What follows belongs to an exercise in optimizing a design on an open flow for small area, a short achievable clock period and few clock cycles; a production flow would make more cautious choices.
Only simulation tests tie the RTL to the original design; equivalence was not proved.
Power figures rest on the tool's default switching activity, not on a simulated workload.

the reference run:
// mbuf_adapter_top
module mbuf_adapter_top #(
    parameter int NUM_BANKS  = mbuf_pkg::DEF_NUM_BANKS,
    parameter int BANK_DEPTH = mbuf_pkg::DEF_BANK_DEPTH,
    parameter int DATA_W     = mbuf_pkg::DEF_DATA_W,
    localparam int ADDR_W    = (BANK_DEPTH > 1) ? $clog2(BANK_DEPTH) : 1
) (
    input  logic                acc_clk,
    input  logic                aresetn,
    input  logic [DATA_W-1:0]   s_axis_tdata,
    input  logic                s_axis_tvalid,
    input  logic                s_axis_tlast,
    output logic                s_axis_tready,
    output logic [DATA_W-1:0]   m_axis_tdata,
    output logic                m_axis_tvalid,
    output logic                m_axis_tlast,
    input  logic                m_axis_tready,
    output logic                acc_start_ready,
    input  logic                acc_done,
    input  logic                acc_en,
    input  logic [DATA_W/8-1:0] acc_we,
    input  logic [ADDR_W-1:0]   acc_addr,
    input  logic [DATA_W-1:0]   acc_wdata,
    output logic [DATA_W-1:0]   acc_rdata
);
clock: 5.0 ns
lec_check: 0
cap_margin: 20
core_margin: 2
core_utilization: 50
cts_cluster_diameter: 80
cts_cluster_size: 24
setup_slack_margin: 2.5
slew_margin: 20
synth_hierarchical: 1
synth_minimum_keep_size: 0
standard.sh (not shown) runs the stock make flow with config.mk's settings and CLKGATE_MAP_FILE= SYNTH_SCRIPT=/design/flow/synth_recipe.tcl, a recipe that flattens the netlist after the stock synthesis.
==> flow/flow/run.sh <==
#!/bin/bash
# Standard layout with the port buffers made from plain buffers and the
# resizer free to change a cell's footprint. Every tool's output goes to
# flow_make.log in this folder; ORFS keeps its own per-step logs in orfs/logs.
set -euo pipefail
bash standard.sh \
  MATCH_CELL_FOOTPRINT=0 \
  "BUFFER_PORTS_ARGS=-buffer_cell sky130_fd_sc_hd__buf_4" \
  finish > flow_make.log 2>&1
Testbench counts of the reference run, summed over its fixed seeds: cycles 3,630.
diff inputs: the reference run => the trial run
--- a/flow/design.v
+++ b/flow/design.v
@@ -269,39 +269,52 @@
     logic [(1<<HI_W)-1:0]  acc_hi;
     always_comb begin
         for (int i = 0; i < (1 << LO_W); i++) begin
             acc_lo[i] = (acc_addr[LO_W-1:0] == LO_W'(i));
         end
         for (int i = 0; i < (1 << HI_W); i++) begin
             acc_hi[i] = (acc_addr[ADDR_W-1:LO_W] == HI_W'(i));
         end
         for (int w = 0; w < BANK_DEPTH; w++) begin
             acc_dec[w] = acc_hi[w >> LO_W] && acc_lo[w % (1 << LO_W)];
         end
     end
+    localparam int HW = DATA_W / 2;
     for (genvar b = 0; b < NUM_BANKS; b++) begin : g_rd
-        logic [BANK_DEPTH*DATA_W-1:0] words;
-        logic [BANK_DEPTH-1:0]        sel;
+        logic [BANK_DEPTH*HW-1:0] words_lo;
+        logic [BANK_DEPTH*HW-1:0] words_hi;
+        logic [BANK_DEPTH-1:0]    sel_lo;
+        logic [BANK_DEPTH-1:0]    sel_hi;
         for (genvar w = 0; w < BANK_DEPTH; w++) begin : g_w
-            assign words[w*DATA_W +: DATA_W] = mem[b][w];
+            assign words_lo[w*HW +: HW] = mem[b][w][HW-1:0];
+            assign words_hi[w*HW +: HW] = mem[b][w][DATA_W-1:HW];
         end
-        mbuf_sel_pd #(.NLO(1 << LO_W), .NHI(1 << HI_W)) u_sel (
+        mbuf_sel_pd #(.NLO(1 << LO_W), .NHI(1 << HI_W)) u_sel_lo (
             .own (acc_own[b]), .lo (acc_lo), .hi (acc_hi),
-            .dok (dr_ok[b]), .y (dr_w_oh), .sel (sel)
+            .dok (dr_ok[b]), .y (dr_w_oh), .sel (sel_lo)
+        );
+        mbuf_sel_pd #(.NLO(1 << LO_W), .NHI(1 << HI_W)) u_sel_hi (
+            .own (acc_own[b]), .lo (acc_lo), .hi (acc_hi),
+            .dok (dr_ok[b]), .y (dr_w_oh), .sel (sel_hi)
         );
         assign bank_w0[b*DATA_W +: DATA_W] = mem[b][0];
-        mbuf_onehot_mux #(.N(BANK_DEPTH), .W(DATA_W)) u_rd (
-            .sel  (sel),
-            .din  (words),
-            .dout (bank_words[b*DATA_W +: DATA_W])
+        mbuf_onehot_mux #(.N(BANK_DEPTH), .W(HW)) u_rd_lo (
+            .sel  (sel_lo),
+            .din  (words_lo),
+            .dout (bank_words[b*DATA_W +: HW])
+        );
+        mbuf_onehot_mux #(.N(BANK_DEPTH), .W(HW)) u_rd_hi (
+            .sel  (sel_hi),
+            .din  (words_hi),
+            .dout (bank_words[b*DATA_W + HW +: HW])
         );
     end
     mbuf_onehot_mux #(.N(NUM_BANKS), .W(DATA_W)) u_acc_rd (
         .sel (acc_b_oh), .din (bank_words), .dout (acc_word)
     );
     logic [DATA_W-1:0] dr_alt;
     for (genvar y = 0; y < BE_W; y++) begin : g_alt
         assign dr_alt[y*8 +: 8] = dr_fwd[y] ? acc_wdata[y*8 +: 8] : w0_word[y*8 +: 8];
     end
     logic m_hold;
     assign m_hold = m_v_q && !m_axis_tready;
     mbuf_onehot_mux #(.N(NUM_BANKS + 2), .W(DATA_W)) u_dr_rd (
Notes after the runs:
Re internal power contribution: the trial run and the reference run aren't equal, and the higher value belongs to the trial run. Against the reference run as the reference, the trial run delivers a higher area after synthesis. The total track usage number comes out lower for the reference run vs the trial run. The reference run reports its destination of the critical timing path as m_data_q[22]$_DFF_P_ while the trial run reports rdata_q[13]$_DFF_P_. Instance count of the mapped netlist, the trial run and the reference run: larger value in the trial run. The trial run vs. the reference run: first-pass GRT wire length picked up an extra 10,000 µm, share of total power in combinational logic lost 0.6 points.
Testbench counts of the trial run, summed over its fixed seeds: cycles 3,630.

re-timing with driven ports:
In the flow no input, the clock included, has a driving cell. The finished layouts below were timed again as built, in two steps. Step 1 sets driving cells, clkbuf_16 on the clock port and buf_2 on the other inputs (assumed; they add their load-dependent delay and slew). Step 2 also shifts input and output timing later by t, the mid clock arrival at the registers, as if the neighbouring blocks saw the same clock. Slacks: no drivers / after step 1 / after step 2; pairs: no drivers / after step 1.
run | shift t [ns] | setup WS [ns] | latest minus earliest clock arrival (ns)
the reference run | 0.868 | 2.273 / 2.158 / 1.290 | 0.036 / 0.036
the trial run | 0.893 | 2.241 / 2.221 / 1.328 | 0.055 / 0.056
After both steps setup and hold are still met in every run listed. For the reference run, which loses most, drivers alone change the setup slack by -0.115 ns; drivers and shift together by -0.983 ns.
